Source: an optimization exercise on an open RTL-to-GDS flow (aim: small area). Production flows keep margins and buffers that such runs may drop. Only simulation tests tie the RTL to the original design; equivalence was not proved. Power and IR drop assume default switching activity. The flow treats the clock pin as an ideal source, which a real chip does not have.

==> flow/design.v (excerpt) <==
module stride_prefetcher #(
    parameter int unsigned TABLE_ENTRIES = 8,
    parameter int unsigned FIFO_DEPTH    = 8,
    parameter int unsigned MAX_CREDITS   = 2
) (
    input  logic                       clk_i,
    input  logic                       rst_ni,
    input  logic                       snoop_valid_i,
    input  logic [pf_pkg::ADDR_W-1:0]  snoop_addr_i,
    input  logic                       cfg_valid_i,
    input  logic [pf_pkg::COUNT_W-1:0] cfg_nblocks_i,
    output logic                       req_valid_o,
    output logic [pf_pkg::ADDR_W-1:0]  req_addr_o,
    input  logic                       credit_i
);
Size: roughly 2100 cells after synthesis, roughly 35000 sq um of cells after synthesis.
Settings: LEC_CHECK=0, CAP_MARGIN=20, CORE_MARGIN=2, CORE_UTILIZATION=65, CTS_CLUSTER_DIAMETER=90, CTS_CLUSTER_SIZE=30, GPL_TIMING_DRIVEN=0, SLEW_MARGIN=20; clock period 10.0 ns.
standard.sh (not shown) runs the stock make flow with config.mk's settings and CLKGATE_MAP_FILE= SYNTH_SCRIPT=/design/flow/synth_recipe.tcl, a recipe that flattens the netlist after the stock synthesis.
==> flow/flow/run.sh <==
#!/bin/bash
# Standard layout, with the port buffers made from the smallest buffer cell, the synthesis
# buffers removed at floorplan (placement is not timing driven) and a clock tree built
# without dummy loads.
set -euo pipefail
export BUFFER_PORTS_ARGS="-buffer_cell sky130_fd_sc_hd__buf_1"
export REMOVE_ABC_BUFFERS=1
export CTS_ARGS="-sink_clustering_enable -repair_clock_nets -sink_clustering_size 30 -sink_clustering_max_diameter 90 -dont_use_dummy_load"
bash standard.sh > standard.log 2>&1
The baseline went through all stages and came out clean.
Rerun with:
==> flow/flow/run.sh (replaced) <==
#!/bin/bash
# Standard layout, with the port buffers made from the smallest buffer cell and a clock
# tree built without dummy loads.
set -euo pipefail
export BUFFER_PORTS_ARGS="-buffer_cell sky130_fd_sc_hd__buf_1"
export CTS_ARGS="-sink_clustering_enable -repair_clock_nets -sink_clustering_size 30 -sink_clustering_max_diameter 100 -dont_use_dummy_load"
bash standard.sh > standard.log 2>&1
CTS_CLUSTER_DIAMETER = 100   (was 90)
GPL_TIMING_DRIVEN = not set   (was 0)
After rerunning: The new run went through all stages and came out clean. Synthesized area does not change. Design area barely changes. Power stays flat. Core utilization is higher by 0.17 points. Global-route usage climbs by 1.2 points. First-iteration DRC count fell by about 0.9%. Clock skew falls by 0.015 ns. Maximum frequency goes up by about 1.8%. Routed wire length grows by 3.9%. Register-to-register slack improved by 0.28 ns.
Rerun with:
==> flow/flow/run.sh (replaced) <==
#!/bin/bash
# Standard layout, with the port buffers made from the smallest buffer cell, the synthesis
# buffers removed at floorplan (placement is not timing driven) and a clock tree built
# without dummy loads.
set -euo pipefail
export BUFFER_PORTS_ARGS="-buffer_cell sky130_fd_sc_hd__buf_1"
export REMOVE_ABC_BUFFERS=1
export CTS_ARGS="-sink_clustering_enable -repair_clock_nets -sink_clustering_size 30 -sink_clustering_max_diameter 100 -dont_use_dummy_load"
bash standard.sh > standard.log 2>&1
CORE_UTILIZATION = 70   (was 65)
GPL_TIMING_DRIVEN = 0   (was not set)
Result: Die area goes down by 7.0%. Design area goes down by 0.42%. Utilization goes up by 5.0 points. Synthesized cell count is unchanged. Setup slack gets worse by 0.15 ns.
Rerun with:
--- a/flow/flow/run.sh
+++ b/flow/flow/run.sh
@@ -6,4 +6,4 @@
 export BUFFER_PORTS_ARGS="-buffer_cell sky130_fd_sc_hd__buf_1"
 export REMOVE_ABC_BUFFERS=1
-export CTS_ARGS="-sink_clustering_enable -repair_clock_nets -sink_clustering_size 30 -sink_clustering_max_diameter 100 -dont_use_dummy_load"
+export CTS_ARGS="-sink_clustering_enable -repair_clock_nets -sink_clustering_size 30 -sink_clustering_max_diameter 90 -dont_use_dummy_load"
 bash standard.sh > standard.log 2>&1
CAP_MARGIN = 10   (was 20)
CORE_UTILIZATION = 65   (was 70)
CTS_CLUSTER_DIAMETER = 90   (was 100)
SLEW_MARGIN = 10   (was 20)
Effect: Routed wire length increases by 2.7%. Total power rose by 1.2%. Flip-flop and latch count is unchanged. Cell area rose by 0.76%. Maximum frequency barely changes.

---

stride_prefetcher, a different RTL version from the one above (not shown whole).
For scale: about 2,000 cells after synthesis, about 78 I/O pins, about 0.034 mm^2 of cells after synthesis.
Settings: LEC_CHECK=0, CAP_MARGIN=20, CORE_MARGIN=2, CORE_UTILIZATION=70, CTS_CLUSTER_DIAMETER=90, CTS_CLUSTER_SIZE=30, GPL_TIMING_DRIVEN=0, SLEW_MARGIN=20; clock period 10.0 ns.
==> flow/flow/run.sh <==
#!/bin/bash
# Standard layout, with the port buffers made from the smallest buffer cell, the synthesis
# buffers removed at floorplan (placement is not timing driven) and a clock tree built
# without dummy loads.
set -euo pipefail
export BUFFER_PORTS_ARGS="-buffer_cell sky130_fd_sc_hd__buf_1"
export REMOVE_ABC_BUFFERS=1
export CTS_ARGS="-sink_clustering_enable -repair_clock_nets -sink_clustering_size 30 -sink_clustering_max_diameter 90 -dont_use_dummy_load"
bash standard.sh > standard.log 2>&1
Rerun with:
--- a/flow/flow/run.sh
+++ b/flow/flow/run.sh
@@ -7,3 +7,3 @@
 export REMOVE_ABC_BUFFERS=1
-export CTS_ARGS="-sink_clustering_enable -repair_clock_nets -sink_clustering_size 30 -sink_clustering_max_diameter 90 -dont_use_dummy_load"
+export CTS_ARGS="-sink_clustering_enable -repair_clock_nets -sink_clustering_size 30 -sink_clustering_max_diameter 100 -dont_use_dummy_load"
 bash standard.sh > standard.log 2>&1
CTS_CLUSTER_DIAMETER = 100   (was 90)
- The changed run completed with no timing, DRC or antenna violations
- routed wire length shrinks by 0.76%
- clock power stays flat
- global-route usage went down by 0.15 points
- register-to-register slack barely changes
- first-iteration DRC count goes up by 5.5%
- cell count barely changes
- cell area barely changes
- combinational power is about the same
- total power drops by 0.50%
- core utilization went down by 0.11 points
- maximum frequency is about the same

---

Setup of run a:
Starting RTL as in the previous note.
==> flow/design.v (excerpt) <==
module stride_prefetcher #(
    parameter int unsigned TABLE_ENTRIES = 8,
    parameter int unsigned FIFO_DEPTH    = 8,
    parameter int unsigned MAX_CREDITS   = 2
) (
    input  logic                       clk_i,
    input  logic                       rst_ni,
    input  logic                       snoop_valid_i,
    input  logic [pf_pkg::ADDR_W-1:0]  snoop_addr_i,
    input  logic                       cfg_valid_i,
    input  logic [pf_pkg::COUNT_W-1:0] cfg_nblocks_i,
    output logic                       req_valid_o,
    output logic [pf_pkg::ADDR_W-1:0]  req_addr_o,
    input  logic                       credit_i
);
==> flow/config.mk <==
export PLATFORM = sky130hd
export DESIGN_NAME = stride_prefetcher
export DESIGN_NICKNAME = stride_prefetcher
export VERILOG_FILES = /design/flow/design.v
export SDC_FILE = /design/flow/constraint.sdc
export NUM_CORES = 4
export LEC_CHECK = 0
export CAP_MARGIN = 20
export CORE_MARGIN = 2
export CORE_UTILIZATION = 65
export CTS_CLUSTER_DIAMETER = 90
export CTS_CLUSTER_SIZE = 30
export GPL_TIMING_DRIVEN = 0
export SLEW_MARGIN = 20
==> flow/constraint.sdc <==
create_clock -name core_clock -period 10.0 [get_ports {clk_i}]
set_input_delay 2.0000 -clock core_clock [delete_from_list [all_inputs] [get_ports {clk_i}]]
set_output_delay 2.0000 -clock core_clock [all_outputs]
set_load 0.01 [all_outputs]
==> flow/flow/run.sh <==
#!/bin/bash
# Standard layout, with the port buffers made from the smallest buffer cell, the synthesis
# buffers removed at floorplan (placement is not timing driven) and a clock tree built
# without dummy loads.
set -euo pipefail
export BUFFER_PORTS_ARGS="-buffer_cell sky130_fd_sc_hd__buf_1"
export REMOVE_ABC_BUFFERS=1
export CTS_ARGS="-sink_clustering_enable -repair_clock_nets -sink_clustering_size 30 -sink_clustering_max_diameter 90 -dont_use_dummy_load"
bash standard.sh > standard.log 2>&1
The inputs of run b differ from those of run a as listed below.
Settings: CTS_CLUSTER_SIZE changed from 30 to 28.
--- a/flow/flow/run.sh
+++ b/flow/flow/run.sh
@@ -7,3 +7,3 @@
 export REMOVE_ABC_BUFFERS=1
-export CTS_ARGS="-sink_clustering_enable -repair_clock_nets -sink_clustering_size 30 -sink_clustering_max_diameter 90 -dont_use_dummy_load"
+export CTS_ARGS="-sink_clustering_enable -repair_clock_nets -sink_clustering_size 28 -sink_clustering_max_diameter 90 -dont_use_dummy_load"
 bash standard.sh > standard.log 2>&1
## What came out
- From run a to run b the numbers moved as follows: overall via count from detail_route fell by 0.36%; global routing usage on met3 stayed essentially flat; post-layout total power rose by 0.49%.
- Run b closes out successfully: all stages finished, all timing, DRC and antenna checks passed.
- Internal power contribution: run a and run b compared, higher one is run b
- Clock group share of total power ends up lower on run a.
- Run a and run b ended up with nearly the same multi-input combinational area share.
- Run a and run b ended up with nearly the same synthesis-to-finish area growth.
- [diff] least setup slack across all paths after layout, run b relative to run a: improvement
- Buffer and inverter count on the worst path in run b vs run a: up 1
- For routing usage on met1, run a and run b come out practically identical.
- There was hardly any difference in number of global-route vias before repair between run b and run a.

==> static timing again, ports no longer ideal <==
The results above use ideal ports. As a check the final layouts listed here were re-extracted and re-timed, cells and wires unchanged.
Step 1 (the two cells are an assumption about what drives the block):
set clk [get_ports {clk_i}]
set_driving_cell -lib_cell sky130_fd_sc_hd__clkbuf_16 $clk
set_driving_cell -lib_cell sky130_fd_sc_hd__buf_2 [delete_from_list [all_inputs] $clk]
Step 2 times the ports against the registers' clock, not the clock port: input delays grow and output delays shrink by t, the midpoint of the rising clock arrivals with the driver on.
a / b / c = ideal / step 1 / step 2; a / b = the first two.
run	t (ns)	slack for setup (ns)	cell pins on the clock port's net
the first run of note 1	0.634	0.505 / 0.547 / -0.087	1
the second run of note 1	0.637	0.674 / 0.708 / 0.071	1
the third run of note 1	0.634	0.521 / 0.560 / -0.074	1
the fourth run of note 1	0.627	0.513 / 0.548 / -0.079	1
the first run of note 2	0.621	0.319 / 0.359 / -0.262	1
the second run of note 2	0.639	0.291 / 0.328 / -0.311	1
run a	0.609	0.390 / 0.429 / -0.180	1
run b	0.636	0.405 / 0.448 / -0.188	1
With both steps, setup timing fails in 7 of these runs, where it was met with ideal ports. The setup slack of the second run of note 1, which loses most, moves by +0.034 ns with the drivers and by -0.603 ns with both steps.
